Background: an optimization exercise with open tools, aiming at small area, a short achievable clock period and few clock cycles per item. Do not read the settings as production practice. The RTL was checked by simulation tests, not by an equivalence proof against the original design. Power and IR drop assume default switching activity.

`design/flow/run.sh`:
```
#!/bin/bash
# synth_recipe.tcl (not shown) runs the flow's synth.tcl, then flattens the netlist and writes it again
# the make line also repeats each setting of config.mk as NAME=value (left out here)
make -C /OpenROAD-flow-scripts/flow DESIGN_CONFIG=/design/flow/config.mk WORK_HOME=/design/flow/orfs CLKGATE_MAP_FILE= SYNTH_SCRIPT=/design/flow/synth_recipe.tcl finish
```
`design/flow/config.mk`:
```
export PLATFORM = sky130hd
export DESIGN_NAME = weighted_write_coalescing_buffer_unit
export DESIGN_NICKNAME = weighted_write_coalescing_buffer_unit
export VERILOG_FILES = /design/flow/design.v
export SDC_FILE = /design/flow/constraint.sdc
export NUM_CORES = 4
export LEC_CHECK = 0
export CAP_MARGIN = 20
export CORE_MARGIN = 2
export CORE_UTILIZATION = 40
export SETUP_SLACK_MARGIN = 2.2
export SLEW_MARGIN = 20
```
`design/flow/constraint.sdc`:
```
create_clock -name core_clock -period 6.0 [get_ports {clock}]
set_input_delay 1.2000 -clock core_clock [delete_from_list [all_inputs] [get_ports {clock}]]
set_output_delay 1.2000 -clock core_clock [all_outputs]
set_load 0.01 [all_outputs]
```
`design/flow/design.v`:
```
`timescale 1ns / 1ps
package wwcb_pkg;
   localparam int BUFFER_DEPTH = 32;
   localparam int IDX_W        = 5;
   localparam int CNT_W        = 6;
   localparam int ITEM_W       = 16;
   localparam int MODEM_W      = 3;
   localparam int KEY_W        = ITEM_W + MODEM_W;
   localparam int CLASS_W      = 3;
   localparam int WEIGHT_W     = 8;
   localparam int CLIM_W       = 6;
   localparam int SERIAL_W     = 32;
   localparam int CSR_ADDR_W   = 3;
   localparam int CSR_DATA_W   = 32;
   localparam logic [WEIGHT_W-1:0] WEIGHT_LIMIT_RESET = 8'd20;
   localparam logic [CLIM_W-1:0]   COUNT_LIMIT_RESET  = 6'd32;
   localparam logic REG_WEIGHT_LIMIT = 1'b0;
   localparam logic REG_COUNT_LIMIT  = 1'b1;
   localparam logic MODE_ADD   = 1'b0;
   localparam logic MODE_FLUSH = 1'b1;
   function automatic logic [WEIGHT_W-1:0] class_weight(input logic [CLASS_W-1:0] wclass);
      logic [WEIGHT_W-1:0] w;
      unique case (wclass)
         3'd0:    w = 8'd20;
         3'd1:    w = 8'd1;
         3'd2:    w = 8'd1;
         3'd3:    w = 8'd1;
         3'd4:    w = 8'd1;
         3'd5:    w = 8'd1;
         default: w = 8'd0;
      endcase
      class_weight = w;
   endfunction
   function automatic logic [8:0] inc9(input logic [8:0] x);
      logic [8:0] y;
      logic       c;
      c = 1'b1;
      for (int i = 0; i < 9; i++) begin
         y[i] = x[i] ^ c;
         c    = c & x[i];
      end
      inc9 = y;
   endfunction
   function automatic logic [8:0] dec9(input logic [8:0] x);
      logic [8:0] y;
      logic       b;
      b = 1'b1;
      for (int i = 0; i < 9; i++) begin
         y[i] = x[i] ^ b;
         b    = b & ~x[i];
      end
      dec9 = y;
   endfunction
endpackage
`timescale 1ns / 1ps
import wwcb_pkg::*;
module wwcb_csr (
   input  logic                                clock,
   input  logic                                reset,
   input  logic                                csr_psel,
   input  logic                                csr_penable,
   input  logic                                csr_pwrite,
   input  logic [wwcb_pkg::CSR_ADDR_W-1:0]     csr_paddr,
   input  logic [wwcb_pkg::CSR_DATA_W-1:0]     csr_pwdata,
   output logic [wwcb_pkg::CSR_DATA_W-1:0]     csr_prdata,
   output logic                                csr_pready,
   output logic [wwcb_pkg::WEIGHT_W-1:0]       limit_weight,
   output logic [wwcb_pkg::CLIM_W-1:0]         limit_count,
   output logic                                limit_weight_we,
   output logic                                limit_count_we,
   output logic [wwcb_pkg::WEIGHT_W:0]         limit_delta     
);
   logic [WEIGHT_W-1:0]        weight_limit_ff;
   logic [CLIM_W-1:0]          count_limit_ff;
   logic                       wr_strobe;
   logic                       reg_sel;
   logic [WEIGHT_W-1:0]        rdata_ff;
   logic [WEIGHT_W:0]          delta_ff;
   assign csr_pready = 1'b1;
   assign wr_strobe  = csr_psel & csr_penable & csr_pwrite & csr_pready;
   assign reg_sel    = csr_paddr[2];
   always_ff @(posedge clock) begin
      if (reset) begin
         weight_limit_ff <= WEIGHT_LIMIT_RESET;
         count_limit_ff  <= COUNT_LIMIT_RESET;
      end else if (wr_strobe) begin
         unique case (reg_sel)
            REG_WEIGHT_LIMIT: weight_limit_ff <= csr_pwdata[WEIGHT_W-1:0];
            REG_COUNT_LIMIT:  count_limit_ff  <= csr_pwdata[CLIM_W-1:0];
            default:          ;
         endcase
      end
   end
   always_ff @(posedge clock) begin
      unique case (reg_sel)
         REG_WEIGHT_LIMIT: begin
            rdata_ff <= weight_limit_ff;
            delta_ff <= {1'b0, csr_pwdata[WEIGHT_W-1:0]} - {1'b0, weight_limit_ff};
         end
         REG_COUNT_LIMIT: begin
            rdata_ff <= WEIGHT_W'(count_limit_ff);
            delta_ff <= {3'b000, csr_pwdata[CLIM_W-1:0]} - {3'b000, count_limit_ff};
         end
         default: ;
      endcase
   end
   assign csr_prdata      = {{(CSR_DATA_W-WEIGHT_W){1'b0}}, rdata_ff};
   assign limit_weight    = weight_limit_ff;
   assign limit_count     = count_limit_ff;
   assign limit_weight_we = wr_strobe & (reg_sel == REG_WEIGHT_LIMIT);
   assign limit_count_we  = wr_strobe & (reg_sel == REG_COUNT_LIMIT);
   assign limit_delta     = delta_ff;
endmodule
`timescale 1ns / 1ps
import wwcb_pkg::*;
module wwcb_entry_ram (
   input  logic                           clock,
   input  logic                           reset,
   input  logic [wwcb_pkg::IDX_W-1:0]     tail,
   input  logic                           wr_en0,    
   input  logic                           wr_en1,    
   input  logic [wwcb_pkg::KEY_W-1:0]     wr_data,
   input  logic                           act_set,   
   input  logic                           act_clr,
   input  logic                           cmp_en,
   input  logic [wwcb_pkg::KEY_W-1:0]     cmp_key,
   output logic                           match,
   input  logic [wwcb_pkg::IDX_W-1:0]     rd_addr,
   output logic [wwcb_pkg::KEY_W-1:0]     rdata
);
   logic [KEY_W-1:0]        mem [BUFFER_DEPTH];
   logic [BUFFER_DEPTH-1:0] act;
   logic [BUFFER_DEPTH-1:0] act_next;
   logic [BUFFER_DEPTH-1:0] hit;
   logic                    match_ff;
   logic [BUFFER_DEPTH-1:0] at_tail;
   logic [BUFFER_DEPTH-1:0] after_tail;
   logic [BUFFER_DEPTH-1:0] rd_sel;
   always_comb begin
      for (int i = 0; i < BUFFER_DEPTH; i++) begin
         at_tail[i] = (tail == IDX_W'(i));
         rd_sel[i]  = (rd_addr == IDX_W'(i));
      end
      after_tail = {at_tail[BUFFER_DEPTH-2:0], at_tail[BUFFER_DEPTH-1]};
   end
   always_ff @(posedge clock) begin
      for (int i = 0; i < BUFFER_DEPTH; i++) begin
         if ((wr_en0 & at_tail[i]) | (wr_en1 & after_tail[i])) begin
            mem[i] <= wr_data;
         end
      end
   end
   always_comb begin
      for (int i = 0; i < BUFFER_DEPTH; i++) begin
         act_next[i] = act[i] | (act_set & at_tail[i]);
         hit[i]      = (mem[i] == cmp_key) & act_next[i];
      end
   end
   always_ff @(posedge clock) begin
      if (reset || act_clr) begin
         act <= '0;
      end else begin
         act <= act_next;
      end
   end
   always_ff @(posedge clock) begin
      if (cmp_en) begin
         match_ff <= ~act_clr & (|hit);
      end
   end
   assign match = match_ff;
   always_comb begin
      rdata = '0;
      for (int i = 0; i < BUFFER_DEPTH; i++) begin
         rdata = rdata | (mem[i] & {KEY_W{rd_sel[i]}});
      end
   end
endmodule
`timescale 1ns / 1ps
import wwcb_pkg::*;
module wwcb_ctrl #(
   parameter int QDEPTH = 3
) (
   input  logic                               clock,
   input  logic                               reset,
   input  logic [wwcb_pkg::WEIGHT_W-1:0]      limit_weight,
   input  logic [wwcb_pkg::CLIM_W-1:0]        limit_count,
   input  logic                               limit_weight_we,
   input  logic                               limit_count_we,
   input  logic [wwcb_pkg::WEIGHT_W:0]        limit_delta,
   input  logic                               req_valid,
   output logic                               req_ready,
   input  logic                               req_mode,
   input  logic [wwcb_pkg::ITEM_W-1:0]        req_item_id,
   input  logic [wwcb_pkg::MODEM_W-1:0]       req_modem_index,
   input  logic [wwcb_pkg::CLASS_W-1:0]       req_weight_class,
   output logic                               rsp_valid,
   input  logic                               rsp_ready,
   output logic [wwcb_pkg::ITEM_W-1:0]        rsp_out_item_id,
   output logic [wwcb_pkg::MODEM_W-1:0]       rsp_out_modem_index,
   output logic [wwcb_pkg::SERIAL_W-1:0]      rsp_batch_serial,
   output logic                               rsp_last,
   output logic [wwcb_pkg::IDX_W-1:0]         ram_tail,
   output logic                               ram_wr_en0,
   output logic                               ram_wr_en1,
   output logic [wwcb_pkg::KEY_W-1:0]         ram_wr_data,
   output logic                               ram_act_set,
   output logic                               ram_act_clr,
   output logic                               ram_cmp_en,
   output logic [wwcb_pkg::KEY_W-1:0]         ram_cmp_key,
   input  logic                               ram_match,
   output logic [wwcb_pkg::IDX_W-1:0]         ram_rd_addr,
   input  logic [wwcb_pkg::KEY_W-1:0]         ram_rdata
);
   logic                 a_valid;
   logic                 a_mode;
   logic [KEY_W-1:0]     a_key;
   logic [CLASS_W-1:0]   a_cls;
   logic                 s_valid;
   logic                 s_mode;
   logic [CLASS_W-1:0]   s_cls;
   logic [CNT_W-1:0]         act_cnt;   
   logic [CNT_W:0]       crem;         
   logic [WEIGHT_W:0]    wrem;         
   logic [SERIAL_W-1:0]  hs;           
   logic [CNT_W-1:0]     rem1;         
   logic                 last_ff;      
   logic [1:0]           emp;          
   logic [QDEPTH-1:0]    qv;           
   logic [QDEPTH-1:0][CNT_W-1:0] qn;    
   logic [QDEPTH-1:0][1:0]       qd;    
   logic [QDEPTH-1:0]            qv_n;
   logic [QDEPTH-1:0]            qv_sh;
   logic [QDEPTH-1:0][CNT_W-1:0] qn_n;
   logic [QDEPTH-1:0][1:0]       qd_n;
   logic [IDX_W-1:0]     rd;           
   logic [IDX_W-1:0]     tail;
   logic [CNT_W-1:0]     occ;          
   logic                 o_valid;
   logic [KEY_W-1:0]     o_key;
   logic                 accept;       
   logic                 s_take;
   logic                 s_add;
   logic [WEIGHT_W-1:0]  cls_w;
   logic                 w_hit;
   logic                 can_app;
   logic                 pre_app;
   logic                 append;
   logic                 c_hit_app;
   logic                 c_hit_no;
   logic                 rel_base;
   logic                 rel_if_app;
   logic                 rel_if_not;
   logic                 rel_need;
   logic                 stall;
   logic                 fire;
   logic                 release_b;
   logic                 fa;
   logic                 may_app;
   logic                 slot_ok;
   logic [CNT_W-1:0]     act_p1;
   logic                 act_nz;
   logic [CNT_W-1:0]     rn;           
   logic                 rn_nz;
   logic                 rn_is1;
   logic                 pop;
   logic                 pop_last;
   logic                 rem1_is0;
   logic                 rem1_is1;
   logic                 rem1_is2;
   logic                 rem1_after0;
   logic                 idle_after;
   logic                 o_load;
   logic                 deq;
   logic                 enq;
   logic [1:0]           emp_p1;
   logic [1:0]           hs_add;
   logic [SERIAL_W-1:0]  hs_sum0;
   logic [SERIAL_W-1:0]  hs_sum1;
   logic [3:0]           hs_lo0;
   logic [3:0]           hs_lo1;
   logic [SERIAL_W-4:0]  hs_hi_inc;
   logic [CNT_W-1:0]     occ_p1;
   logic [CNT_W-1:0]     occ_m1;
   logic [CNT_W-1:0]     rem1_m1;
   logic [CNT_W:0]       crem_m1;
   logic [WEIGHT_W:0]    wrem_mc;
   assign s_add     = ~s_mode;
   assign cls_w     = wwcb_pkg::class_weight(s_cls);
   always_comb begin
      unique case (s_cls)
         3'd0:                         w_hit = wrem[WEIGHT_W] | (wrem[WEIGHT_W-1:0] <= 8'd20);
         3'd1, 3'd2, 3'd3, 3'd4, 3'd5: w_hit = wrem[WEIGHT_W] | (wrem[WEIGHT_W-1:0] <= 8'd1);
         default:                      w_hit = wrem[WEIGHT_W] | (wrem[WEIGHT_W-1:0] == 8'd0);
      endcase
   end
   assign c_hit_no   = crem[CNT_W] | (crem[CNT_W-1:0] == 6'd0);
   assign c_hit_app  = crem[CNT_W] | (crem[CNT_W-1:0] <= 6'd1);
   assign can_app    = ~act_cnt[CNT_W-1];
   assign pre_app    = s_add & can_app;             
   assign append     = pre_app & ~ram_match;
   assign rel_base   = s_mode | w_hit;
   assign rel_if_app = rel_base | c_hit_app;
   assign rel_if_not = rel_base | c_hit_no;
   assign rel_need   = append ? rel_if_app : rel_if_not;
   assign stall      = qv[QDEPTH-1] | (emp == 2'd3);
   assign fire       = s_valid & ~stall;
   assign release_b  = fire & rel_need;
   assign fa         = fire & append;
   assign act_p1     = CNT_W'(wwcb_pkg::inc9(9'(act_cnt)));
   assign act_nz     = (act_cnt != '0);
   assign rn         = append ? act_p1 : act_cnt;
   assign rn_nz      = append | act_nz;
   assign rn_is1     = append ? ~act_nz : (act_cnt == CNT_W'(1));
   assign crem_m1    = (CNT_W+1)'(wwcb_pkg::dec9(9'(crem)));
   assign wrem_mc    = wrem - {1'b0, cls_w};
   assign may_app   = s_valid & pre_app;
   assign slot_ok   = may_app ? (occ <= CNT_W'(BUFFER_DEPTH - 2)) : (occ <= CNT_W'(BUFFER_DEPTH - 1));
   assign s_take    = ~(s_valid & stall) & (slot_ok | (~s_valid & act_cnt[CNT_W-1]));
   assign accept    = a_valid & s_take;
   assign req_ready = ~a_valid | s_take;
   assign pop         = o_valid & rsp_ready;
   assign rem1_is0    = (rem1 == '0);
   assign rem1_is1    = last_ff;
   assign rem1_is2    = (rem1 == CNT_W'(2));
   assign pop_last    = pop & rem1_is1;
   assign rem1_after0 = rem1_is0 | pop_last;
   assign idle_after  = rem1_after0 & ~qv[0];
   assign o_load      = (~o_valid & ~rem1_is0) | (pop & (~rem1_is1 | qv[0]));
   assign deq         = pop_last & qv[0];
   assign enq         = release_b & rn_nz & ~idle_after;
   assign emp_p1      = 2'(wwcb_pkg::inc9(9'(emp)));
   assign rem1_m1     = CNT_W'(wwcb_pkg::dec9(9'(rem1)));
   assign hs_add    = qv[0] ? qd[0] : emp;
   assign hs_lo0    = {1'b0, hs[2:0]} + {2'b00, hs_add};
   assign hs_lo1    = {1'b0, hs[2:0]} + {2'b00, hs_add} + 4'd1;
   assign hs_hi_inc = hs[SERIAL_W-1:3] + (SERIAL_W-3)'(1);
   assign hs_sum0   = {hs_lo0[3] ? hs_hi_inc : hs[SERIAL_W-1:3], hs_lo0[2:0]};
   assign hs_sum1   = {hs_lo1[3] ? hs_hi_inc : hs[SERIAL_W-1:3], hs_lo1[2:0]};
   assign occ_p1 = CNT_W'(wwcb_pkg::inc9(9'(occ)));
   assign occ_m1 = CNT_W'(wwcb_pkg::dec9(9'(occ)));
   assign ram_tail    = tail;
   assign ram_wr_en0  = accept & ~fa & (occ != CNT_W'(BUFFER_DEPTH));
   assign ram_wr_en1  = accept & (occ <= CNT_W'(BUFFER_DEPTH - 2));
   assign ram_wr_data = a_key;
   assign ram_act_set = fa;
   assign ram_act_clr = release_b;
   assign ram_cmp_en  = accept;
   assign ram_cmp_key = a_key;
   assign ram_rd_addr = rd;
   always_comb begin
      qv_n = qv;
      qn_n = qn;
      qd_n = qd;
      if (deq) begin
         for (int j = 0; j < QDEPTH - 1; j++) begin
            qv_n[j] = qv[j + 1];
            qn_n[j] = qn[j + 1];
            qd_n[j] = qd[j + 1];
         end
         qv_n[QDEPTH-1] = 1'b0;
      end
      qv_sh = qv_n;
      if (enq) begin
         for (int j = 0; j < QDEPTH; j++) begin
            if (~qv_sh[j] && (j == 0 || qv_sh[(j > 0) ? j - 1 : 0])) begin
               qv_n[j] = 1'b1;
               qn_n[j] = rn;
               qd_n[j] = emp_p1;
            end
         end
      end
   end
   always_ff @(posedge clock) begin
      if (req_valid & req_ready) begin
         a_mode <= req_mode;
         a_key  <= {req_item_id, req_modem_index};
         a_cls  <= req_weight_class;
      end
      if (accept) begin
         s_mode <= a_mode;
         s_cls  <= a_cls;
      end
      qn <= qn_n;
      qd <= qd_n;
      if (o_load) begin
         o_key <= ram_rdata;
      end
   end
   always_ff @(posedge clock) begin
      if (reset) begin
         a_valid <= 1'b0;
         s_valid <= 1'b0;
         act_cnt <= '0;
         crem    <= 7'd32;
         wrem    <= 9'd20;
         hs      <= '0;
         emp     <= '0;
         rem1    <= '0;
         last_ff <= 1'b0;
         qv      <= '0;
         rd      <= '0;
         tail    <= '0;
         occ     <= '0;
         o_valid <= 1'b0;
      end else begin
         if (req_valid & req_ready) begin
            a_valid <= 1'b1;
         end else if (accept) begin
            a_valid <= 1'b0;
         end
         if (accept) begin
            s_valid <= 1'b1;
         end else if (fire) begin
            s_valid <= 1'b0;
         end
         if (release_b) begin
            act_cnt <= '0;
         end else if (fa) begin
            act_cnt <= act_p1;
         end
         if (limit_count_we) begin
            crem <= crem + limit_delta[CNT_W:0];
         end else if (release_b) begin
            crem <= {1'b0, limit_count};
         end else if (fa) begin
            crem <= crem_m1;
         end
         if (limit_weight_we) begin
            wrem <= wrem + limit_delta;
         end else if (release_b) begin
            wrem <= {1'b0, limit_weight};
         end else if (fire) begin
            wrem <= wrem_mc;
         end
         if (fa) begin
            tail <= tail + IDX_W'(1);
         end
         if (o_load) begin
            rd <= rd + IDX_W'(1);
         end
         if (fa & ~o_load) begin
            occ <= occ_p1;
         end else if (~fa & o_load) begin
            occ <= occ_m1;
         end
         if (o_load) begin
            o_valid <= 1'b1;
         end else if (pop) begin
            o_valid <= 1'b0;
         end
         if (release_b & idle_after) begin
            hs      <= hs_sum1;
            emp     <= '0;
            rem1    <= rn;
            last_ff <= rn_is1;
         end else begin
            if (pop_last) begin
               hs      <= hs_sum0;
               rem1    <= qv[0] ? qn[0] : '0;
               last_ff <= qv[0] & (qn[0] == CNT_W'(1));
            end else if (pop) begin
               rem1    <= rem1_m1;
               last_ff <= rem1_is2;
            end
            if (release_b) begin
               emp <= rn_nz ? 2'd0 : emp_p1;
            end else if (pop_last & ~qv[0]) begin
               emp <= '0;
            end
            qv <= qv_n;
         end
      end
   end
   assign rsp_valid           = o_valid;
   assign rsp_out_item_id     = o_key[KEY_W-1:MODEM_W];
   assign rsp_out_modem_index = o_key[MODEM_W-1:0];
   assign rsp_batch_serial    = hs;
   assign rsp_last            = last_ff;
endmodule
`timescale 1ns / 1ps
import wwcb_pkg::*;
module weighted_write_coalescing_buffer_unit (
   input  logic                               clock,
   input  logic                               reset,
   input  logic                               req_valid,
   output logic                               req_ready,
   input  logic                               req_mode,
   input  logic [wwcb_pkg::ITEM_W-1:0]        req_item_id,
   input  logic [wwcb_pkg::MODEM_W-1:0]       req_modem_index,
   input  logic [wwcb_pkg::CLASS_W-1:0]       req_weight_class,
   output logic                               rsp_valid,
   input  logic                               rsp_ready,
   output logic [wwcb_pkg::ITEM_W-1:0]        rsp_out_item_id,
   output logic [wwcb_pkg::MODEM_W-1:0]       rsp_out_modem_index,
   output logic [wwcb_pkg::SERIAL_W-1:0]      rsp_batch_serial,
   output logic                               rsp_last,
   input  logic                               csr_psel,
   input  logic                               csr_penable,
   input  logic                               csr_pwrite,
   input  logic [wwcb_pkg::CSR_ADDR_W-1:0]    csr_paddr,
   input  logic [wwcb_pkg::CSR_DATA_W-1:0]    csr_pwdata,
   output logic [wwcb_pkg::CSR_DATA_W-1:0]    csr_prdata,
   output logic                               csr_pready
);
   logic [WEIGHT_W-1:0] limit_weight;
   logic [CLIM_W-1:0]   limit_count;
   logic                limit_weight_we;
   logic                limit_count_we;
   logic [WEIGHT_W:0]   limit_delta;
   logic [IDX_W-1:0]    ram_tail;
   logic                ram_wr_en0;
   logic                ram_wr_en1;
   logic [KEY_W-1:0]    ram_wr_data;
   logic                ram_act_set;
   logic                ram_act_clr;
   logic                ram_cmp_en;
   logic [KEY_W-1:0]    ram_cmp_key;
   logic                ram_match;
   logic [IDX_W-1:0]    ram_rd_addr;
   logic [KEY_W-1:0]    ram_rdata;
   wwcb_csr u_csr (
      .clock       (clock),
      .reset       (reset),
      .csr_psel    (csr_psel),
      .csr_penable (csr_penable),
      .csr_pwrite  (csr_pwrite),
      .csr_paddr   (csr_paddr),
      .csr_pwdata  (csr_pwdata),
      .csr_prdata  (csr_prdata),
      .csr_pready  (csr_pready),
      .limit_weight (limit_weight),
      .limit_count  (limit_count),
      .limit_weight_we (limit_weight_we),
      .limit_count_we  (limit_count_we),
      .limit_delta     (limit_delta)
   );
   wwcb_entry_ram u_entry_ram (
      .clock       (clock),
      .reset       (reset),
      .tail        (ram_tail),
      .wr_en0      (ram_wr_en0),
      .wr_en1      (ram_wr_en1),
      .wr_data     (ram_wr_data),
      .act_set     (ram_act_set),
      .act_clr     (ram_act_clr),
      .cmp_en      (ram_cmp_en),
      .cmp_key     (ram_cmp_key),
      .match       (ram_match),
      .rd_addr     (ram_rd_addr),
      .rdata       (ram_rdata)
   );
   wwcb_ctrl u_ctrl (
      .clock               (clock),
      .reset               (reset),
      .limit_weight        (limit_weight),
      .limit_count         (limit_count),
      .limit_weight_we     (limit_weight_we),
      .limit_count_we      (limit_count_we),
      .limit_delta         (limit_delta),
      .req_valid           (req_valid),
      .req_ready           (req_ready),
      .req_mode            (req_mode),
      .req_item_id         (req_item_id),
      .req_modem_index     (req_modem_index),
      .req_weight_class    (req_weight_class),
      .rsp_valid           (rsp_valid),
      .rsp_ready           (rsp_ready),
      .rsp_out_item_id     (rsp_out_item_id),
      .rsp_out_modem_index (rsp_out_modem_index),
      .rsp_batch_serial    (rsp_batch_serial),
      .rsp_last            (rsp_last),
      .ram_tail            (ram_tail),
      .ram_wr_en0          (ram_wr_en0),
      .ram_wr_en1          (ram_wr_en1),
      .ram_wr_data         (ram_wr_data),
      .ram_act_set         (ram_act_set),
      .ram_act_clr         (ram_act_clr),
      .ram_cmp_en          (ram_cmp_en),
      .ram_cmp_key         (ram_cmp_key),
      .ram_match           (ram_match),
      .ram_rd_addr         (ram_rd_addr),
      .ram_rdata           (ram_rdata)
   );
endmodule
```
==> run summary, run 1 <==
clock root buffer clkbuf_16; critical path arrival 4.39 ns; die area 101300 um2; vias in the first global route 27500; CP max FO 12; routed len/inst about 33 um; Yosys reg bits ~830; FFs w/ async S/R, synth 0; Reg area between 20000 and 25000 um2; initial DRC count 4721; hold crit path type register to register; Post-synth top cells 663 x edfxtp_1, 462 x xor2_1, 182 x xnor2_1, 164 x dfxtp_1, 163 x nor2_1; # IOs 152; actual slew at the worst max-slew pin 1.368 ns; DRT Pass-1 Iters 9; Cell Area, Synth roughly 40000 um2; Simple-Gate Fraction of Synth Area 0.1026; CTS tree built; via-per-instance ratio between 6 and 7; initial antenna violation count 13; fill count 8862; xor-xnor portion of the synthesized cell area 0.1427; Initial Util 0.4028; fin crit share 0.6438; multiplexer area fraction after synthesis 0.01320; post-synthesis sequential area ratio 0.5868; Clock transition at path regs approximately 0.06 ns; clk sinks 827; Worst setup EP type register; max_slew headroom 0.08811; placer's final routability congestion estimate 1.064; Critical Path RT between 6 and 7 ns; die height 318.3 um; complex-gate fraction of the synthesized area 0.1029; number of hold violations in the final report 0; first-pass GRT wire length 216400 um; setup_tns 0 ns; DP HPWL 111100 um; Gate Count Post-Synth around 3200; Pwr Density around 340 nW/um2; Synth Flop Type edfxtp_1; worst vdd ir 305.8 uV; Final nets 3492; Port-buffer cells 100; top-count cell post-synth edfxtp_1; share of the synthesized area in the top cell type 0.5037; CTS Buffer Depth 3; multi-input logic area 15520 um2; antenna viol nets, final 0; final worst path period need slightly below 4 ns; syn avg cell area 12.37 um2; share of layout cells above drive strength 1 0.1069; row cnt 115; synth top area cells edfxtp_1 50%, xor2_1 10%, dfxtp_1 8.3%; Skew-Pair Late Insertion Delay 0.69 ns; via count just under 30000; CORE AREA approximately 98000 um2; status complete, no violations; Final Max Slew Viols 0; RSZ-0062 raised after global routing false; number of remaining DRC errors 0; leakage power 15.52 nW; count of cell types in the netlist 73; CTS Hold Bufs 0; GR Util All Layers 0.3035; Crit Path Class register to register; CTS H-tree depth 3; post-synthesis adder-cell area fraction 0.02374; Area Growth Syn to Fin 16.31%; GR Overflow Total 0; CP Launch Type register; Total Power 15.56 mW; Clock Skew 0.03639 ns; main combinational cell family by area after synthesis XOR/XNOR gates; Max Cap Viol 0; Die W 318.3 um; Synth Warn # 4; final setup violation count 0; max frequency ~0.26 GHz; final wirelength 158000 um; top cell type by total area after synthesis edfxtp_1; largest net degree at the start of global routing 65; CTS buffer count 94; Post-synth EDFFs 663
[per-stage QoR]
step           instance area (um2)  hold WS [ns]  cells  setup slack [ns]  utilization
2_1_floorplan                39620        0.4003   3217             2.518            -
3_3_place_gp                 42630        0.4071   4536             1.770       0.4344
3_5_place_dp                 42630        0.4045   4537             1.706       0.4345
4_1_cts                      45840        0.4192   4710             2.206       0.4672
5_1_grt                      45960        0.4436   4719             2.228       0.4683
6_report                     45970        0.4190   4723             2.137       0.4684
[critical path, cell delays in order (launching register included)]
cell,delay [ns]
edfxtp_1,0.95
buf_4,0.36
xnor2_1,0.14
nand4_1,0.19
nor4_1,0.64
nand4_1,0.64
o221ai_1,0.52
o31a_1,0.23
[repair_timing]
| item | CTS | global route |
|---|---|---|
| resized for setup | 2 | 2 |
| cloned | 0 | 0 |
| setup endpoints to repair | 2 | 3 |
| buffers inserted | 0 | 3 |
| endpoints found under the hold margin | 0 | 0 |
[final cells by class]
class / count / share of cell area
Sequential cell: 827 / 0.5045
Multi-Input combinational cell: 2125 / 0.3377
Clock buffer: 113 / 0.05542
Timing Repair Buffer: 233 / 0.04684
Tap cell: 1287 / 0.03503
Clock inverter: 60 / 0.01424
Inverter: 74 / 0.006042
Antenna cell: 4 / 0.0002177
[power by group]
group / switching (mW) / total (mW) / internal, mW
clock: 2.49 / 6.08 / 3.58
sequential: 0.197 / 6.73 / 6.53
combinational: 1.83 / 2.76 / 0.923
total: 4.52 / 15.6 / 11.0
[layout by cell type (no fill, tap or decap), types with 32 or more instances in the layout]
cell type / netlist / final
nand4_1: 115 / 115
clkbuf_16: 0 / 97
clkdlybuf4s50_1: 0 / 98
nor2_1: 163 / 125
inv_1: 73 / 73
dfxtp_1: 164 / 163
xnor2_1: 182 / 182
nor3_1: 50 / 48
a221oi_1: 54 / 54
nand3_1: 51 / 51
o21ai_0: 58 / 56
xor2_1: 462 / 462
a21oi_1: 97 / 97
ha_1: 67 / 66
buf_4: 27 / 114
nor4_1: 129 / 127
nor2_2: 0 / 32
mux2i_1: 35 / 35
edfxtp_1: 663 / 663
a222oi_1: 38 / 38
a22o_1: 53 / 53
nand2_1: 130 / 129
or3_1: 32 / 32
a22oi_1: 154 / 154
[logic make-up after synthesis]
kind of cell               after synthesis
xor gates and xnor gates               644
DFF                                    827
buffers and inverters                  265
adders and majority gates               72
and+or+nand+nor                        776
other                                    2
AOI/OAI and AO/OA                      558
muxes                                   50
[path summary, 6_finish.rpt]
check / from / end / slack, ns / depth (start not counted)
worst max-delay path: u_ctrl.a_key[15] / u_entry_ram.match_ff / 2.14 / 7
worst min-delay path: u_ctrl.a_cls[0] / u_ctrl.s_cls[0] / 0.42 / 0
worst max register to register: u_ctrl.a_key[15] / u_entry_ram.match_ff / 2.14 / 7
worst min register to register: u_ctrl.a_cls[0] / u_ctrl.s_cls[0] / 0.42 / 0
[state kept, by name (all words and copies together), names as in the netlist, 7 cells and up]
register and count:
u_entry_ram.act 32, u_ctrl.wrem 9, u_ctrl.a_key 19, u_ctrl.hs 32
u_csr.delta_ff 9, u_csr.rdata_ff 8, u_csr.weight_limit_ff 8, u_ctrl.crem 7
u_ctrl.qn 18, u_ctrl.o_key 19, u_entry_ram.mem 608
[per-layer routing]
layer | global-route usage | up-vias | wire (um)
met3 | 0.09444 | 528 | 19590
li1 | - | 12310 | -
met4 | 0.1949 | 12 | 12690
met1 | 0.3878 | 14640 | 59140
met5 | 0 | - | 71
met2 | 0.4456 | 2223 | 66520
Testbench counts, summed over its fixed seeds: cycles 12,315, items 12,000.
==> run 2, diff against run 1 <==
--- a/design/flow/config.mk
+++ b/design/flow/config.mk
@@ -8,5 +8,5 @@
 export CAP_MARGIN = 20
 export CORE_MARGIN = 2
 export CORE_UTILIZATION = 40
-export SETUP_SLACK_MARGIN = 2.2
+export SETUP_SLACK_MARGIN = 3.2
 export SLEW_MARGIN = 20
==> run 2 against run 1 <==
Net effect:
- combinational power up 22%
- count of clock-buffer cells in the layout did not move
- flip-flop and latch count unchanged
- fmax rose by 0.95%
- critical endpoint is now u_ctrl.o_key[11]
- the layout now fails its checks (slew limit)
==> run summary, run 2 <==
largest net degree at the start of global routing 76 (+17%); share of the synthesized area in the top cell type 0.5037 (unchanged); # IOs 152 (unchanged); synth top area cells edfxtp_1 50%, xor2_1 10%, dfxtp_1 8.3%; most frequent cells in the layout 663 x edfxtp_1, 446 x xor2_1, 175 x xnor2_1, 165 x buf_4, 145 x a22oi_1; Gate Count Post-Synth 3194 (unchanged); CP Launch Type register; Placed Instances 4520 (-0.37%); Post-synth EDFFs 663 (unchanged); placer's final routability congestion estimate 1.033 (-2.9%); layer with the highest usage met2; clk sinks 827 (unchanged); final worst path period need 3.826 ns (-0.03650 ns); hold crit path type register to register; R2R cell count 10 (+3); setup_tns 0 ns (unchanged); vias in the first global route 28350 (+3.1%); initial antenna violation count 8 (-5); GR Util met2 0.4760 (+0.03042); clock root buffer clkbuf_16; Clock Skew 0.04737 ns (+0.01098 ns); Biggest register u_entry_ram.mem; fin crit share 0.6377 (-0.006083); crit path from u_ctrl.rd[1]; routing usage on met3 0.1007 (+0.006233); routed len/inst 35.95 um (+7.4%); CTS tree built; commonest non-fill, non-tap cell in the layout edfxtp_1; Final Max Slew Viols 1 (+1); CTS Buffer Depth 3 (unchanged); Initial Util 0.4028 (unchanged); share of layout cells above drive strength 1 0.2133 (+0.1063); RSZ-0062 raised after global routing true; actual slew at the worst max-slew pin 1.743 ns (+0.3752 ns); CTS Hold Bufs 0 (unchanged); CP max FO 6 (-6); Area Growth Syn to Fin 26.36%; critical path endpoint u_ctrl.o_key[11]; max frequency 0.2614 GHz (+0.95%); top cell type by total area after synthesis edfxtp_1; CTS buffer count 91 (-3.2%); Total Power 15.63 mW (+0.43%); Yosys reg bits 827 (unchanged); status failed layout checks; Crit Path Class register to register; Pwr Density 312.9 nW/um2 (-7.6%); final wirelength 175800 um (+11%); FF-to-FF setup slack 2.17 ns (+0.04 ns); Largest regs u_entry_ram.mem x608, u_ctrl.hs x32, u_entry_ram.act x32; row cnt 115 (unchanged); FF-to-FF End u_ctrl.o_key[11]; via count 31300 (+5.3%); Critical R2R Launch u_ctrl.rd[1]; Clock transition at path regs 0.06 ns (about the same); Post-synth top cells 663 x edfxtp_1, 462 x xor2_1, 182 x xnor2_1, 164 x dfxtp_1, 163 x nor2_1; antenna viol nets, final 0 (unchanged); die height 318.3 um (unchanged); Port-buffer cells 100 (unchanged); Cell Area, Synth 39520 um2 (unchanged); top-count cell post-synth edfxtp_1; worst vdd ir 256.4 uV (-16%); via-per-instance ratio 6.399 (+1.7%); number of remaining DRC errors 0 (unchanged); leakage power 17.39 nW (+12%); count of cell types in the netlist 73 (unchanged); GR Overflow Total 0 (unchanged); max_slew headroom -0.1620 (-0.2501); Non-Filler Instances 4891 (+3.6%); DRT Pass-1 Iters 8 (-1); Critical Path RT 6.43 ns (-0.10 ns); Synth Flop Type edfxtp_1; critical path arrival 4.25 ns (-0.14 ns); max reg flops 608 (unchanged); Failing Checks slew limit; post-synthesis sequential area ratio 0.5868 (unchanged); die area 101300 um2 (unchanged); FFs w/ async S/R, synth 0 (unchanged); Skew-Pair Late Insertion Delay 0.71 ns (+0.02 ns); syn avg cell area 12.37 um2 (unchanged); final setup violation count 0 (unchanged); initial DRC count 4775 (+1.1%); DP HPWL 112800 um (+1.5%); Worst setup EP type register; met1 usage 0.4084 (+0.02060); Max Cap Viol 0 (unchanged); CORE AREA 98130 um2 (unchanged); CTS H-tree depth 3 (unchanged); Die W 318.3 um (unchanged); Synth Warn # 4 (unchanged); first-pass GRT wire length 230200 um (+6.4%); Final nets 3664 (+4.9%); number of hold violations in the final report 0 (unchanged); GR Util All Layers 0.3256 (+0.02208)
==> run 2: cell types whose count changed in the layout (fill, tap and decap cells not counted), moves of 19 or more <==
cell             change
dlygate4sd2_1       +43
buf_12              +46
dfxtp_1             -27
buf_6               +46
clkdlybuf4s50_1     -47
nor4_2              +25
dfxtp_2             +20
buf_4               +51
a221oi_1            -25
nor2_4              +19
a221oi_2            +20
nor4_1              -31
==> run 2: kinds of logic after synthesis <==
family,after synthesis,synth area share
simple gates,776,0.1026
flops,827,0.5868
xor+xnor,644,0.1427
mux,50,0.01320
fa+ha+maj,72,0.02374
buf+inv,265,0.02789
other cells,2,0.0001900
compound gates,558,0.1029
==> run 2: how the worst min path moves through the flow <==
stage	start	cells after the start	endpoint	slack [ns]
floorplan	u_ctrl.a_cls[0]	0	u_ctrl.s_cls[0]	0.40
detailed placement	u_ctrl.a_cls[0]	0	u_ctrl.s_cls[0]	0.42
finish	u_ctrl.a_cls[0]	0	u_ctrl.s_cls[0]	0.44
global route	u_ctrl.a_cls[0]	0	u_ctrl.s_cls[0]	0.45
global placement	u_ctrl.a_cls[0]	0	u_ctrl.s_cls[0]	0.44
CTS	u_ctrl.a_cls[0]	0	u_ctrl.s_cls[0]	0.44
==> run 2: critical path, stage by stage, from the launching register on <==
cell	delay [ns]
dfxtp_4	0.37
buf_6	0.12
inv_4	0.05
ha_4	0.16
nand2_4	0.06
nor2_2	0.04
buf_6	0.15
buf_8	0.13
a222oi_1	1.40
nand4_1	0.53
or3_4	0.54
==> run 2: routing by layer <==
layer	vias to the layer above	share of wire
met2	2455	0.41
met3	653	0.13
li1	12700	-
met4	2	0.094
met1	15490	0.36
met5	-	0.000063
==> run 2: final cells by class <==
cell class / count / area [um2]
flip-flops and latches: 827 / 23240
diodes: 3 / 7.507
repair buffers: 405 / 4705
clock inverters: 54 / 464.2
clock buffers: 113 / 2390
fillers: 8490 / 48190
multi-input cells: 2128 / 17240
inverters: 74 / 284.0
well taps: 1287 / 1610
==> run 2: report_power, final <==
group / internal [mW] / switching (mW) / leakage (nW)
registers: 6.53 / 0.187 / 7.34
logic: 1.26 / 2.10 / 8.64
clock network: 3.06 / 2.48 / 1.40
total: 10.9 / 4.77 / 17.4
==> run 2: metrics by stage <==
stage               area, um2  setup slack (ns)  hold WS, ns  utilization
floorplan               39930             2.907       0.4003            -
global placement        42680             1.959       0.4402       0.4349
detailed placement      42680             1.945       0.4208       0.4350
CTS                     48100             2.798       0.4360       0.4902
global route            49940             2.406       0.4499       0.5089
finish                  49940             2.174       0.4369       0.5090
==> run 2: repair_timing <==
| action | 4_1_cts | 5_1_grt |
|---|---|---|
| cloned | 10 | 15 |
| pin swaps | 89 | 81 |
| resized for setup | 335 | 189 |
| setup buffers | 99 | 76 |
| endpoints found under the setup margin | 799 | 593 |
==> run 3, diff against run 2 <==
--- a/design/flow/config.mk
+++ b/design/flow/config.mk
@@ -8,5 +8,5 @@
 export CAP_MARGIN = 20
 export CORE_MARGIN = 2
 export CORE_UTILIZATION = 40
-export SETUP_SLACK_MARGIN = 3.2
+export SETUP_SLACK_MARGIN = 3.1
 export SLEW_MARGIN = 20
==> run 3 against run 2 <==
Net effect:
- the run now finishes clean
- critical endpoint is now u_entry_ram.match_ff
- via count shrank 1.9%
- cell count is 0.92% lower
- sequential share of layout area increased by 1.4 points
- core utilization is 1.5 points lower
- global-route usage fell by 0.78 points
- register-to-register slack better by 0.49 ns
- first-iteration DRC count grew 2.7%
- clock power is essentially flat
- clock skew shrank 0.023 ns
- largest power group unchanged
- fmax grew 15%
- routed wire length down 4.2%
==> run summary, run 3 <==
Pwr Density 320.1 nW/um2 (+2.3%); top-count cell post-synth edfxtp_1; via-per-instance ratio 6.333 (-1.0%); number of hold violations in the final report 0 (unchanged); multi-input logic area 16610 um2 (-3.6%); die height 318.3 um (unchanged); Crit Path Class register to register; R2R cell count 8 (-2); fin crit share 0.5567 (-0.08096); Initial Util 0.4028 (unchanged); Post-synth EDFFs 663 (unchanged); Sw Ratio 0.3019 (-0.003591); final setup margin 2.660 ns (+0.4858 ns); CP Launch Type register; Critical R2R Launch u_ctrl.a_key[8]; Synth Warn # 4 (unchanged); synth top area cells edfxtp_1 50%, xor2_1 10%, dfxtp_1 8.3%; vias in the first global route 28020 (-1.2%); Final Max Slew Viols 0 (-1); RSZ-0062 raised after global routing true; CTS buffer count 93 (+2.2%); antenna viol nets, final 0 (unchanged); clock root buffer clkbuf_16; Clk pwr share 0.356 (about the same); CORE AREA 98130 um2 (unchanged); final wirelength 168500 um (-4.2%); Gate Count Post-Synth 3194 (unchanged); DP HPWL 117900 um (+4.6%); routing usage on met3 0.08999 (-0.01068); commonest non-fill, non-tap cell in the layout edfxtp_1; routed len/inst 34.77 um (-3.3%); Synth Flop Type edfxtp_1; # IOs 152 (unchanged); CTS H-tree depth 3 (unchanged); FF-to-FF setup slack 2.66 ns (+0.49 ns); placer's final routability congestion estimate 1.084 (+5.0%); worst vdd ir 258.5 uV (+0.82%); CTS tree built; max_slew headroom 0.2977 (+0.4598); count of cell types in the netlist 73 (unchanged); final setup violation count 0 (unchanged); share of layout cells above drive strength 1 0.1820 (-0.03128); most frequent cells in the layout 663 x edfxtp_1, 462 x xor2_1, 181 x xnor2_1, 166 x buf_4, 145 x a22oi_1; row cnt 115 (unchanged); top cell type by total area after synthesis edfxtp_1; Biggest register u_entry_ram.mem; post-synthesis sequential area ratio 0.5868 (unchanged); Reg area 23240 um2 (about the same); Net Switching 4.685 mW (-1.9%); critical path arrival 3.88 ns (-0.37 ns); GR Util met2 0.4634 (-0.01257); Logic pwr share 0.210 (-0.005); max frequency 0.2994 GHz (+15%); die area 101300 um2 (unchanged); Clock transition at path regs 0.06 ns (about the same); Largest regs u_entry_ram.mem x608, u_ctrl.hs x32, u_entry_ram.act x32; Post-synth top cells 663 x edfxtp_1, 462 x xor2_1, 182 x xnor2_1, 164 x dfxtp_1, 163 x nor2_1; CP max FO 64 (+58); Port-buffer cells 100 (unchanged); via count 30690 (-1.9%); number of remaining DRC errors 0 (unchanged); Pint 10.83 mW (-0.18%); Die W 318.3 um (unchanged); max reg flops 608 (unchanged); Max Cap Viol 0 (unchanged); final worst path period need 3.340 ns (-0.4858 ns); Endpoint, Worst Hold u_ctrl.s_cls[2]; GR Overflow Total 0 (unchanged); Yosys reg bits 827 (unchanged); status complete, no violations; FF-to-FF End u_entry_ram.match_ff; met1 usage 0.4044 (-0.004030); leakage power 16.49 nW (-5.2%); Seq pwr share 0.434 (+0.004); Skew-Pair Late Insertion Delay 0.68 ns (-0.03 ns); CTS Buffer Depth 3 (unchanged); Total Power 15.52 mW (-0.70%); actual slew at the worst max-slew pin 1.053 ns (-0.6896 ns); fill count 8645 (+1.8%); hold crit path type register to register; setup_tns 0 ns (unchanged); layer with the highest usage met2; largest net degree at the start of global routing 85 (+12%); worst hold path depth 0 (unchanged); Clock Skew 0.02401 ns (-0.02336 ns); Critical Path RT 6.54 ns (+0.11 ns); HP Start u_ctrl.a_cls[2]; CTS Hold Bufs 0 (unchanged); Cell Area, Synth 39520 um2 (unchanged); clk sinks 827 (unchanged); DRT Pass-1 Iters 8 (unchanged); initial DRC count 4903 (+2.7%); Final nets 3617 (-1.3%); FFs w/ async S/R, synth 0 (unchanged); share of the synthesized area in the top cell type 0.5037 (unchanged); GR Util All Layers 0.3177 (-0.007820); syn avg cell area 12.37 um2 (unchanged); Worst setup EP type register; initial antenna violation count 8 (unchanged); pre-CTS setup slack 1.941 ns (-0.004200 ns); Area Growth Syn to Fin 22.67%; first-pass GRT wire length 224800 um (-2.4%)
run 3: cell counts after synthesis:
No cell type changed its count.
run 3: cell families after synthesis:
logic type                 Yosys count  synth area share
muxes                               50           0.01320
xor gates and xnor gates           644            0.1427
other                                2         0.0001900
DFF                                827            0.5868
adders and majority gates           72           0.02374
AOI/OAI and AO/OA                  558            0.1029
and+or+nand+nor                    776            0.1026
buffers and inverters              265           0.02789
run 3: stage by stage:
| step | cells | instance area (um2) | hold slack, ns | util |
|---|---|---|---|---|
| finish | 4846 | 48480 | 0.4148 | 0.4941 |
| global route | 4842 | 48470 | 0.4260 | 0.4940 |
| CTS | 4779 | 47300 | 0.4164 | 0.4820 |
| detailed placement | 4538 | 42800 | 0.4045 | 0.4362 |
| global placement | 4537 | 42780 | 0.4048 | 0.4359 |
| floorplan | 3217 | 39830 | 0.4003 | - |
run 3: power groups by stage:
stage | logic (mW) | clock network [mW] | registers, mW
6_report | 3.26 | 5.52 | 6.73
5_1_grt | 3.37 | 5.78 | 6.75
4_1_cts | 2.92 | 5.55 | 6.72
3_5_place_dp | 2.68 | 0 | 6.86
3_3_place_gp | 2.68 | 0 | 6.86
2_1_floorplan | 1.41 | 0 | 6.85
run 3: how the worst max path moves through the flow:
stage / startpoint / endpoint / slack, ns / cells after the start
3_3_place_gp: rsp_ready / u_ctrl.hs[31] / 1.99 / 8
5_1_grt: u_ctrl.a_key[8] / u_entry_ram.match_ff / 2.81 / 8
2_1_floorplan: u_ctrl.emp[0] / u_entry_ram.mem[11][0] / 2.80 / 8
6_report: u_ctrl.a_key[8] / u_entry_ram.match_ff / 2.66 / 8
3_5_place_dp: rsp_ready / u_ctrl.hs[31] / 1.94 / 8
4_1_cts: u_ctrl.s_mode / req_ready / 2.85 / 5
run 3: routing by layer:
layer	share of wire	routed length [um]
met5	0.00013	22
met4	0.091	15410
met3	0.13	21600
met2	0.42	70090
met1	0.36	61380
run 3: worst max-delay path: stages (launching register included):
cell	delay, ns
edfxtp_1	0.38
buf_12	0.31
xor2_1	0.33
nor4_1	0.78
nand4_1	0.36
nor3_1	0.37
nor4_1	0.14
o2111ai_1	0.12
o31a_1	0.19
run 3: final cells by class:
type | count | area share
clock buffers | 137 | 0.05461
inverters | 74 | 0.005936
diodes | 4 | 0.0002065
flip-flops and latches | 827 | 0.4793
well taps | 1287 | 0.03321
multi-input cells | 2128 | 0.3426
clock inverters | 33 | 0.004413
repair buffers | 356 | 0.07972
run 3: what timing repair did:
item                                    in CTS  in global routing
endpoints found under the setup margin     771                493
setup buffers                               68                 55
resized for setup                          187                138
gates cloned                                 3                  7
hold endpoints to repair                     0                  0
pin swaps                                   61                 57
==> run 4, diff against run 3 <==
--- a/design/flow/config.mk
+++ b/design/flow/config.mk
@@ -8,5 +8,5 @@
 export CAP_MARGIN = 20
 export CORE_MARGIN = 2
 export CORE_UTILIZATION = 40
-export SETUP_SLACK_MARGIN = 3.1
+export SETUP_SLACK_MARGIN = 2.5
 export SLEW_MARGIN = 20
==> run 4 against run 3 <==
Net effect:
- clock power grew about 10%
- first-iteration DRC count shrank 1.2%
- sequential share of layout area up 2.3 points
- die area unchanged
- non-clock buffer count decreased by 109
- register-to-register slack worse by 0.33 ns
- worst setup slack got worse by 0.33 ns
==> run summary, run 4 <==
Post-synth top cells 663 x edfxtp_1, 462 x xor2_1, 182 x xnor2_1, 164 x dfxtp_1, 163 x nor2_1; final worst path period need 3.667 ns (+0.3267 ns); first-pass GRT wire length 217000 um (-3.5%); top cell type by total area after synthesis edfxtp_1; critical path arrival 4.08 ns (+0.20 ns); Clock Skew 0.04260 ns (+0.01859 ns); Final nets 3506 (-3.1%); share of layout cells above drive strength 1 0.1126 (-0.06940); Gate Count Post-Synth 3194 (unchanged); actual slew at the worst max-slew pin 1.433 ns (+0.3794 ns); syn avg cell area 12.37 um2 (unchanged); Non-Filler Instances 4735 (-2.3%); Post-synth EDFFs 663 (unchanged); post-route cell area 46190 um2 (-4.7%); hold_ws 0.4190 ns (+0.004228 ns); Area Growth Syn to Fin 16.86%; HP Start u_ctrl.a_cls[0]; number of hold violations in the final report 0 (unchanged); initial antenna violation count 9 (+1); die height 318.3 um (unchanged); number of remaining DRC errors 0 (unchanged); CTS H-tree depth 3 (unchanged); Endpoint, Worst Hold u_ctrl.s_cls[0]; Synth Flop Type edfxtp_1; post-synthesis sequential area ratio 0.5868 (unchanged); count of cell types in the netlist 73 (unchanged); fin crit share 0.6112 (+0.05445); FF-to-FF setup slack 2.33 ns (-0.33 ns); vias in the first global route 27570 (-1.6%); R2R cell count 7 (-1); routed len/inst 33.44 um (-3.8%); clock root buffer clkbuf_16; Critical R2R Launch u_ctrl.rd[0]; via count 29610 (-3.5%); Max Cap Viol 0 (unchanged); # IOs 152 (unchanged); antenna viol nets, final 0 (unchanged); placer's final routability congestion estimate 1.064 (-1.9%); Biggest register u_entry_ram.mem; max_slew headroom 0.04483 (-0.2529); Cell Area, Synth 39520 um2 (unchanged); initial DRC count 4844 (-1.2%); Synth Warn # 4 (unchanged); hold crit path type register to register; worst vdd ir 303.0 uV (+17%); GR Overflow Total 0 (unchanged); Skew-Pair Late Insertion Delay 0.70 ns (+0.02 ns); DP HPWL 111100 um (-5.8%); most frequent cells in the layout 663 x edfxtp_1, 462 x xor2_1, 182 x xnor2_1, 163 x dfxtp_1, 154 x a22oi_1; max frequency 0.2727 GHz (-8.9%); Initial Util 0.4028 (unchanged); leakage power 15.61 nW (-5.3%); status complete, no violations; Placed Instances 4537 (-0.022%); post-placement cell area 42630 um2 (-0.39%); max reg flops 608 (unchanged); FFs w/ async S/R, synth 0 (unchanged); commonest non-fill, non-tap cell in the layout edfxtp_1; CP max FO 19 (-70%); RSZ-0062 raised after global routing true; worst hold path depth 0 (unchanged); Largest regs u_entry_ram.mem x608, u_ctrl.hs x32, u_entry_ram.act x32; Worst setup EP type register; Yosys reg bits 827 (unchanged); synth top area cells edfxtp_1 50%, xor2_1 10%, dfxtp_1 8.3%; Clock transition at path regs 0.06 ns (about the same); CP Launch Type register; Pwr Density 337.8 nW/um2 (+5.5%); via-per-instance ratio 6.254 (-1.3%); pre-CTS setup slack 1.706 ns (-0.2353 ns); row cnt 115 (unchanged); GR Util All Layers 0.3042 (-0.01356); top-count cell post-synth edfxtp_1; CTS Buffer Depth 3 (unchanged); CTS Hold Bufs 0 (unchanged); Die W 318.3 um (unchanged); CORE AREA 98130 um2 (unchanged); clk sinks 827 (unchanged); share of the synthesized area in the top cell type 0.5037 (unchanged); Port-buffer cells 100 (unchanged); final setup margin 2.333 ns (-0.3267 ns); Final Max Slew Viols 0 (unchanged); setup_tns 0 ns (unchanged); final wirelength 158300 um (-6.0%); die area 101300 um2 (unchanged); CTS buffer count 94 (+1.1%); largest net degree at the start of global routing 65 (-24%); final setup violation count 0 (unchanged); Crit Path Class register to register; DRT Pass-1 Iters 9 (+1); FF-to-FF End u_ctrl.o_key[10]; CTS tree built; Critical Path RT 6.42 ns (-0.12 ns)
## run 4: metrics by stage
stage | power (mW) | util
floorplan | 8.241 | -
global placement | 9.452 | 0.4344
detailed placement | 9.471 | 0.4345
CTS | 15.51 | 0.4694
global route | 15.99 | 0.4706
finish | 15.60 | 0.4707
## run 4: worst max-delay path by stage
stage	start	end	slack, ns	depth (start not counted)
6_report	u_ctrl.rd[0]	u_ctrl.o_key[10]	2.33	7
5_1_grt	u_ctrl.s_mode	req_ready	2.47	5
4_1_cts	u_ctrl.s_mode	req_ready	2.23	5
3_5_place_dp	rsp_ready	u_ctrl.hs[31]	1.71	8
3_3_place_gp	rsp_ready	u_ctrl.hs[31]	1.77	8
2_1_floorplan	u_ctrl.emp[0]	u_entry_ram.mem[20][0]	2.52	7
## run 4: worst max-delay path, cell delays in order, from the launching register on
cell	delay, ns
dfxtp_1	0.37
ha_1	0.28
and3_1	0.22
ha_1	0.20
buf_6	0.20
a222oi_1	1.24
nand4_1	0.36
or3_4	0.52
## run 4: final cells by class
cell class	instances	area (um2)
Multi-Input combinational cell	2125	15600
Sequential cell	827	23200
Clock inverter	60	654.4
Fill cell	8856	51940
Tap cell	1287	1610
Timing Repair Buffer	247	2296
Inverter	74	277.8
Clock buffer	113	2547
Antenna cell	2	5.005
## run 4: kinds of logic after synthesis
| group | Yosys count | share of synthesized area |
|---|---|---|
| DFF | 827 | 0.5868 |
| adders and majority gates | 72 | 0.02374 |
| buffers and inverters | 265 | 0.02789 |
| other | 2 | 0.0001900 |
| muxes | 50 | 0.01320 |
| and+or+nand+nor | 776 | 0.1026 |
| AOI/OAI and AO/OA | 558 | 0.1029 |
| xor gates and xnor gates | 644 | 0.1427 |
## run 4: per-layer routing
| metal | up-vias | GRT usage | part of all wire |
|---|---|---|---|
| li1 | 12350 | - | - |
| met1 | 14540 | 0.3868 | 0.37 |
| met2 | 2213 | 0.4485 | 0.42 |
| met3 | 510 | 0.09673 | 0.13 |
| met4 | 4 | 0.1925 | 0.082 |
| met5 | - | 0 | 0.00013 |
## run 4: what timing repair did
action | 4_1_cts | 5_1_grt
endpoints found under the setup margin | 130 | 250
cloned | 0 | 0
buffers inserted | 17 | 0
pin swaps | 0 | 5
gates resized for setup | 11 | 15
hold endpoints to repair | 0 | 0
## run 4: power breakdown
group	switching [mW]	internal [mW]
Combinational	1.86	0.945
Clock	2.50	3.58
Sequential	0.184	6.53
==> run 5, diff against run 4 <==
--- a/design/flow/config.mk
+++ b/design/flow/config.mk
@@ -8,5 +8,5 @@
 export CAP_MARGIN = 20
 export CORE_MARGIN = 2
 export CORE_UTILIZATION = 40
-export SETUP_SLACK_MARGIN = 2.5
+export SETUP_SLACK_MARGIN = 2.8
 export SLEW_MARGIN = 20
==> run 5 against run 4 <==
Net effect:
- routed wire length up 1.7%
- cell count up 0.53%
- final area up 1.6%
- clock skew down 0.0078 ns
- global-route usage up 0.47 points
- via count up 0.86%
- fmax up 8.3%
- flip-flop and latch count unchanged
- power down 0.55%
- count of clock-buffer cells in the layout down 3
- sequential share of layout area down 0.78 points
- largest power group unchanged
==> run summary, run 5 <==
CP max FO 64 (+45); GR Overflow Total 0 (unchanged); via count 29870 (+0.86%); post-synthesis sequential area ratio 0.5868 (unchanged); # IOs 152 (unchanged); share of layout cells above drive strength 1 0.1340 (+0.02141); layer with the highest usage met2; GR Util All Layers 0.3089 (+0.004725); max_slew headroom 0.2479 (+0.2031); final wirelength 161100 um (+1.7%); Final Max Slew Viols 0 (unchanged); Biggest register u_entry_ram.mem; hold_ws 0.4243 ns (+0.005316 ns); fin crit share 0.5646 (-0.04659); CTS buffer count 91 (-3.2%); Post-synth EDFFs 663 (unchanged); clk sinks 827 (unchanged); placer's final routability congestion estimate 1.053 (-1.0%); number of hold violations in the final report 0 (unchanged); Synth Flop Type edfxtp_1; largest net degree at the start of global routing 85 (+31%); pre-CTS setup slack 1.711 ns (+0.004930 ns); status complete, no violations; Area Growth Syn to Fin 18.73%; actual slew at the worst max-slew pin 1.128 ns (-0.3046 ns); max frequency 0.2952 GHz (+8.3%); Worst setup EP type register; CTS tree built; top-count cell post-synth edfxtp_1; Cell Area, Synth 39520 um2 (unchanged); syn avg cell area 12.37 um2 (unchanged); first-pass GRT wire length 219400 um (+1.1%); Initial Util 0.4028 (unchanged); fill count 8820 (-0.41%); worst vdd ir 265.2 uV (-12%); vias in the first global route 27230 (-1.2%); setup_tns 0 ns (unchanged); Crit Path Class register to register; Gate Count Post-Synth 3194 (unchanged); Final nets 3533 (+0.77%); commonest non-fill, non-tap cell in the layout edfxtp_1; CTS Buffer Depth 3 (unchanged); Port-buffer cells 100 (unchanged); Clock Skew 0.03479 ns (-0.007813 ns); DP HPWL 113800 um (+2.5%); Yosys reg bits 827 (unchanged); hold crit path type register to register; Pwr Density 330.7 nW/um2 (-2.1%); clock root buffer clkbuf_16; RSZ-0062 raised after global routing true; met1 usage 0.4059 (+0.01915); die area 101300 um2 (unchanged); synth top area cells edfxtp_1 50%, xor2_1 10%, dfxtp_1 8.3%; routed len/inst 33.84 um (+1.2%); Synth Warn # 4 (unchanged); CTS Hold Bufs 0 (unchanged); die height 318.3 um (unchanged); FFs w/ async S/R, synth 0 (unchanged); row cnt 115 (unchanged); leakage power 15.87 nW (+1.7%); final setup margin 2.612 ns (+0.2795 ns); number of remaining DRC errors 0 (unchanged); Critical Path RT 6.54 ns (+0.12 ns); max reg flops 608 (unchanged); Max Cap Viol 0 (unchanged); via-per-instance ratio 6.275 (+0.33%); Largest regs u_entry_ram.mem x608, u_ctrl.hs x32, u_entry_ram.act x32; initial antenna violation count 8 (-1); initial DRC count 4848 (+0.083%); CTS H-tree depth 3 (unchanged); share of the synthesized area in the top cell type 0.5037 (unchanged); Die W 318.3 um (unchanged); final worst path period need 3.388 ns (-0.2795 ns); routing usage on met3 0.07517 (-0.02156); final setup violation count 0 (unchanged); GR Util met2 0.4577 (+0.009219); critical path arrival 3.93 ns (-0.15 ns); count of cell types in the netlist 73 (unchanged); top cell type by total area after synthesis edfxtp_1; Clock transition at path regs 0.06 ns (about the same); antenna viol nets, final 0 (unchanged); DRT Pass-1 Iters 6 (-3); Skew-Pair Late Insertion Delay 0.69 ns (about the same); most frequent cells in the layout 663 x edfxtp_1, 461 x xor2_1, 182 x xnor2_1, 159 x dfxtp_1, 154 x a22oi_1; CP Launch Type register; CORE AREA 98130 um2 (unchanged); Post-synth top cells 663 x edfxtp_1, 462 x xor2_1, 182 x xnor2_1, 164 x dfxtp_1, 163 x nor2_1
## run 5: cell counts after synthesis
Identical to the previous run, type by type.
## run 5: what timing repair did
item                                    4_1_cts  5_1_grt
pin swaps                                    25       23
endpoints found under the setup margin      542      351
resized for setup                            57       48
gates cloned                                  0        2
buffers inserted                             40       19
## run 5: metrics by stage
| step | cells | instance area (um2) | total power [mW] | utilization |
|---|---|---|---|---|
| 4_1_cts | 4736 | 46560 | 15.43 | 0.4744 |
| 5_1_grt | 4757 | 46920 | 15.94 | 0.4781 |
| 6_report | 4760 | 46930 | 15.52 | 0.4782 |
| 3_3_place_gp | 4529 | 42640 | 9.485 | 0.4345 |
| 3_5_place_dp | 4529 | 42650 | 9.495 | 0.4346 |
| 2_1_floorplan | 3217 | 39670 | 8.251 | - |
## run 5: logic make-up after synthesis
| family | after synthesis | share of synthesized area |
|---|---|---|
| AOI/OAI and AO/OA | 558 | 0.1029 |
| and+or+nand+nor | 776 | 0.1026 |
| DFF | 827 | 0.5868 |
| muxes | 50 | 0.01320 |
| buffers and inverters | 265 | 0.02789 |
| adders and majority gates | 72 | 0.02374 |
| other | 2 | 0.0001900 |
| xor gates and xnor gates | 644 | 0.1427 |
## run 5: area by class of cell
cell class / instances / area (um2) / share of cell area
sequential: 827 / 23200 / 0.4944
multi-input combinational: 2127 / 15960 / 0.3401
timing repair buffer: 275 / 2776 / 0.05916
clock buffer: 110 / 2475 / 0.05274
tap: 1287 / 1610 / 0.03431
clock inverter: 57 / 619.3 / 0.01320
inverter: 74 / 277.8 / 0.005919
antenna: 3 / 7.507 / 0.0001600
## run 5: worst paths after layout
path	depth (start not counted)	from	slack (ns)	to
worst max-delay path	8	u_ctrl.a_key[2]	2.61	u_entry_ram.match_ff
worst min-delay path	0	u_ctrl.a_mode	0.42	u_ctrl.s_mode
worst max register to register	8	u_ctrl.a_key[2]	2.61	u_entry_ram.match_ff
worst min register to register	0	u_ctrl.a_mode	0.42	u_ctrl.s_mode
## run 5: power by group
group	internal [mW]	switching, mW	total, mW
combinational	1.02	1.90	2.92
clock	3.46	2.43	5.89
sequential	6.53	0.184	6.71
total	11.0	4.52	15.5
## run 5: worst max-delay path, stage by stage, from the launching register on
cell	delay [ns]
edfxtp_1	0.37
buf_12	0.34
xor2_1	0.19
nor4_1	0.69
nand4_1	0.65
nor3_1	0.38
nor4_1	0.11
nand4_1	0.26
o31a_1	0.18
## run 5: layer usage
layer  wire, um  part of all wire
met4      12640             0.078
met2      68460              0.42
met3      18630              0.12
met1      61330              0.38
met5         39           0.00024
==> run 6, diff against run 5 <==
--- a/design/flow/config.mk
+++ b/design/flow/config.mk
@@ -8,5 +8,6 @@
 export CAP_MARGIN = 20
 export CORE_MARGIN = 2
 export CORE_UTILIZATION = 40
+export CTS_BUF_LIST = sky130_fd_sc_hd__clkbuf_4
 export SETUP_SLACK_MARGIN = 2.8
 export SLEW_MARGIN = 20
==> run 6 against run 5 <==
Net effect:
- non-clock buffer count decreased by 5
- fmax decreased by 7.5%
- still clean
- cell count up 4.8%
- critical path type is now register to primary output
==> run summary, run 6 <==
hold crit path type register to register; FF-to-FF setup slack 2.57 ns (-0.04 ns); commonest non-fill, non-tap cell in the layout edfxtp_1; Die W 318.3 um (unchanged); share of the synthesized area in the top cell type 0.5037 (unchanged); actual slew at the worst max-slew pin 1.174 ns (+0.04544 ns); Area Growth Syn to Fin 17.96%; critical path arrival 2.46 ns (-1.47 ns); slowest CP cell edfxtp_1; Core Util, Final 0.4751 (-0.003111); setup_tns 0 ns (unchanged); Synth Warn # 4 (unchanged); Clock transition at path regs 0.07 ns (about the same); Skew-Pair Late Insertion Delay 1.16 ns (+0.47 ns); share of layout cells above drive strength 1 0.1876 (+0.05358); Port-buffer cells 100 (unchanged); GR Overflow Total 0 (unchanged); Final Max Slew Viols 0 (unchanged); Critical Path RT 4.80 ns (-1.74 ns); initial antenna violation count 12 (+4); placer's final routability congestion estimate 1.053 (unchanged); max_slew headroom 0.2104 (-0.03751); first-pass GRT wire length 222400 um (+1.4%); Crit Path Class register to primary output; pre-CTS setup slack 1.711 ns (unchanged); Max Cap Viol 0 (unchanged); via-per-instance ratio 6.168 (-1.7%); synth top area cells edfxtp_1 50%, xor2_1 10%, dfxtp_1 8.3%; Clock Skew 0.1037 ns (+0.06887 ns); Final nets 3655 (+3.5%); worst vdd ir 204.6 uV (-23%); Post-synth EDFFs 663 (unchanged); Synth Flop Type edfxtp_1; clock root buffer clkbuf_4; CP delay by family, top flip-flops; routed len/inst 32.69 um (-3.4%); Largest regs u_entry_ram.mem x608, u_ctrl.hs x32, u_entry_ram.act x32; Buffers & Inverters on Critical Path 1 (unchanged); hold_ws 0.4169 ns (-0.007446 ns); max reg flops 608 (unchanged); RSZ-0062 raised after global routing true; CTS Hold Bufs 0 (unchanged); row cnt 115 (unchanged); top cell type by total area after synthesis edfxtp_1; crit-path cells or2_4 > o31ai_4 > a22o_1 > nand2_2 > buf_6; die area 101300 um2 (unchanged); # IOs 152 (unchanged); CTS H-tree depth 4 (+1); antenna viol nets, final 0 (unchanged); Placed Instances 4529 (unchanged); post-synthesis sequential area ratio 0.5868 (unchanged); Worst setup EP type primary output; initial DRC count 4599 (-5.1%); Biggest register u_entry_ram.mem; CTS Buffer Depth 3 (unchanged); CP Launch Type register; largest net degree at the start of global routing 85 (unchanged); most frequent cells in the layout 663 x edfxtp_1, 462 x xor2_1, 332 x clkbuf_4, 182 x xnor2_1, 153 x a22oi_1; number of hold violations in the final report 0 (unchanged); final worst path period need 3.663 ns (+0.2755 ns); final wirelength 163000 um (+1.2%); final setup margin 2.337 ns (-0.2755 ns); Initial Util 0.4028 (unchanged); GR Util All Layers 0.3138 (+0.004902); Post-synth top cells 663 x edfxtp_1, 462 x xor2_1, 182 x xnor2_1, 164 x dfxtp_1, 163 x nor2_1; vias in the first global route 28560 (+4.9%); syn avg cell area 12.37 um2 (unchanged); top-count cell post-synth edfxtp_1; final setup violation count 0 (unchanged); CTS tree built; critical path's largest stage delay 0.46 ns (-0.23 ns); Non-Filler Instances 4987 (+4.8%); fin crit share 0.6105 (+0.04591); Pwr Density 315.0 nW/um2 (-4.7%); CP max FO 2 (-97%); via count 30760 (+3.0%); Cell Area, Synth 39520 um2 (unchanged); max frequency 0.2730 GHz (-7.5%); Yosys reg bits 827 (unchanged); FFs w/ async S/R, synth 0 (unchanged); DP HPWL 113800 um (unchanged); clk sinks 827 (unchanged); CTS buffer count 217 (+140%); CORE AREA 98130 um2 (unchanged); count of cell types in the netlist 73 (unchanged); Gate Count Post-Synth 3194 (unchanged); leakage power 16.24 nW (+2.3%); status complete, no violations; die height 318.3 um (unchanged); number of remaining DRC errors 0 (unchanged); DRT Pass-1 Iters 8 (+2)
-- run 6: cell counts after synthesis --
Identical to the previous run, type by type.
-- run 6: metrics by stage --
step / total power [mW] / area [um2]
floorplan: 8.251 / 39670
global placement: 9.485 / 42640
detailed placement: 9.495 / 42650
CTS: 14.64 / 46280
global route: 15.19 / 46610
finish: 14.69 / 46620
-- run 6: cells by family after synthesis --
family                   count (synthesis)  synth area share
flip-flops                             827            0.5868
AND/OR/NAND/NOR                        776            0.1026
XOR/XNOR                               644            0.1427
AO/OA/AOI/OAI                          558            0.1029
buffers and inverters                  265           0.02789
adder cells (fa/ha/maj)                 72           0.02374
multiplexers                            50           0.01320
other                                    2         0.0001900
-- run 6: area by class of cell --
class / instances / area [um2]
Antenna cell: 11 / 27.53
Clock buffer: 332 / 2492
Clock inverter: 58 / 347.8
Fill cell: 9062 / 51510
Inverter: 74 / 277.8
Multi-Input combinational cell: 2128 / 16020
Sequential cell: 827 / 23210
Tap cell: 1287 / 1610
Timing Repair Buffer: 270 / 2629
-- run 6: power by group --
part           leakage (nW)  switching [mW]  internal (mW)
logic                  7.20            1.90          0.936
clock network          1.71            2.47           2.68
registers              7.34           0.177           6.53
total                  16.2            4.54           10.1
-- run 6: per-layer routing --
layer,routed length (um),vias to the layer above,part of all wire,GRT usage
met5,61,-,0.00037,0
met4,13330,10,0.082,0.2161
met3,20440,521,0.13,0.09648
met2,68610,2320,0.42,0.4564
met1,60590,15090,0.37,0.3996
li1,-,12820,-,-
-- run 6: worst paths after layout --
path | start | endpoint | cells after the start
setup / recovery | u_ctrl.s_mode | req_ready | 5
hold / removal | u_ctrl.a_cls[2] | u_ctrl.s_cls[2] | 0
setup reg to reg | u_ctrl.a_key[4] | u_entry_ram.match_ff | 8
hold reg to reg | u_ctrl.a_cls[2] | u_ctrl.s_cls[2] | 0
-- run 6: worst register-to-register path, cell delays in order (launching register included) --
cell       delay (ns)
edfxtp_1         0.41
buf_12           0.20
xor2_1           0.40
nor4_1           1.00
nand4_1          0.55
nor3_1           0.35
nor4_2           0.09
o2111ai_1        0.14
o31a_1           0.18
-- run 6: repair_timing --
item	4_1_cts	5_1_grt
gates cloned	2	1
setup endpoints to repair	643	569
buffers inserted	44	10
resized for setup	129	49
hold endpoints to repair	0	0
pin swaps	27	23

re-timing with driven ports:
No port has a modelled driver above. Below, the same layouts with a new extraction and two added sets of constraints. Step 1 (the two cells are an assumption about what drives the block):
set clk [get_ports {clock}]
set_driving_cell -lib_cell sky130_fd_sc_hd__clkbuf_16 $clk
set_driving_cell -lib_cell sky130_fd_sc_hd__buf_2 [delete_from_list [all_inputs] $clk]
Step 2 times the ports against the registers' clock, not the clock port: input delays grow and output delays shrink by t, the midpoint of the rising clock arrivals with the driver on. a / b / c = ideal ports / drivers / drivers and shift; a / b = the first two.
run | t (ns) | slack for setup (ns) | worst setup path after step 2 | latest minus earliest clock arrival (ns) | pins driven straight from the clock port
run 1 | 0.750 | 2.137 / 2.137 / 1.743 | input to register | 0.038 / 0.038 | 1
run 2 | 0.761 | 2.174 / 2.174 / 2.174 | register to register | 0.050 / 0.050 | 1
run 3 | 0.746 | 2.660 / 2.660 / 2.308 | input to register | 0.026 / 0.025 | 1
run 4 | 0.750 | 2.333 / 2.333 / 1.910 | input to register | 0.045 / 0.045 | 1
run 5 | 0.742 | 2.612 / 2.612 / 2.183 | input to register | 0.036 / 0.035 | 1
run 6 | 1.179 | 2.337 / 2.269 / 1.945 | input to register | 0.108 / 0.108 | 1
The setup slack of run 5, which loses most, moves by 0.000 ns with the drivers and by -0.429 ns with both steps.
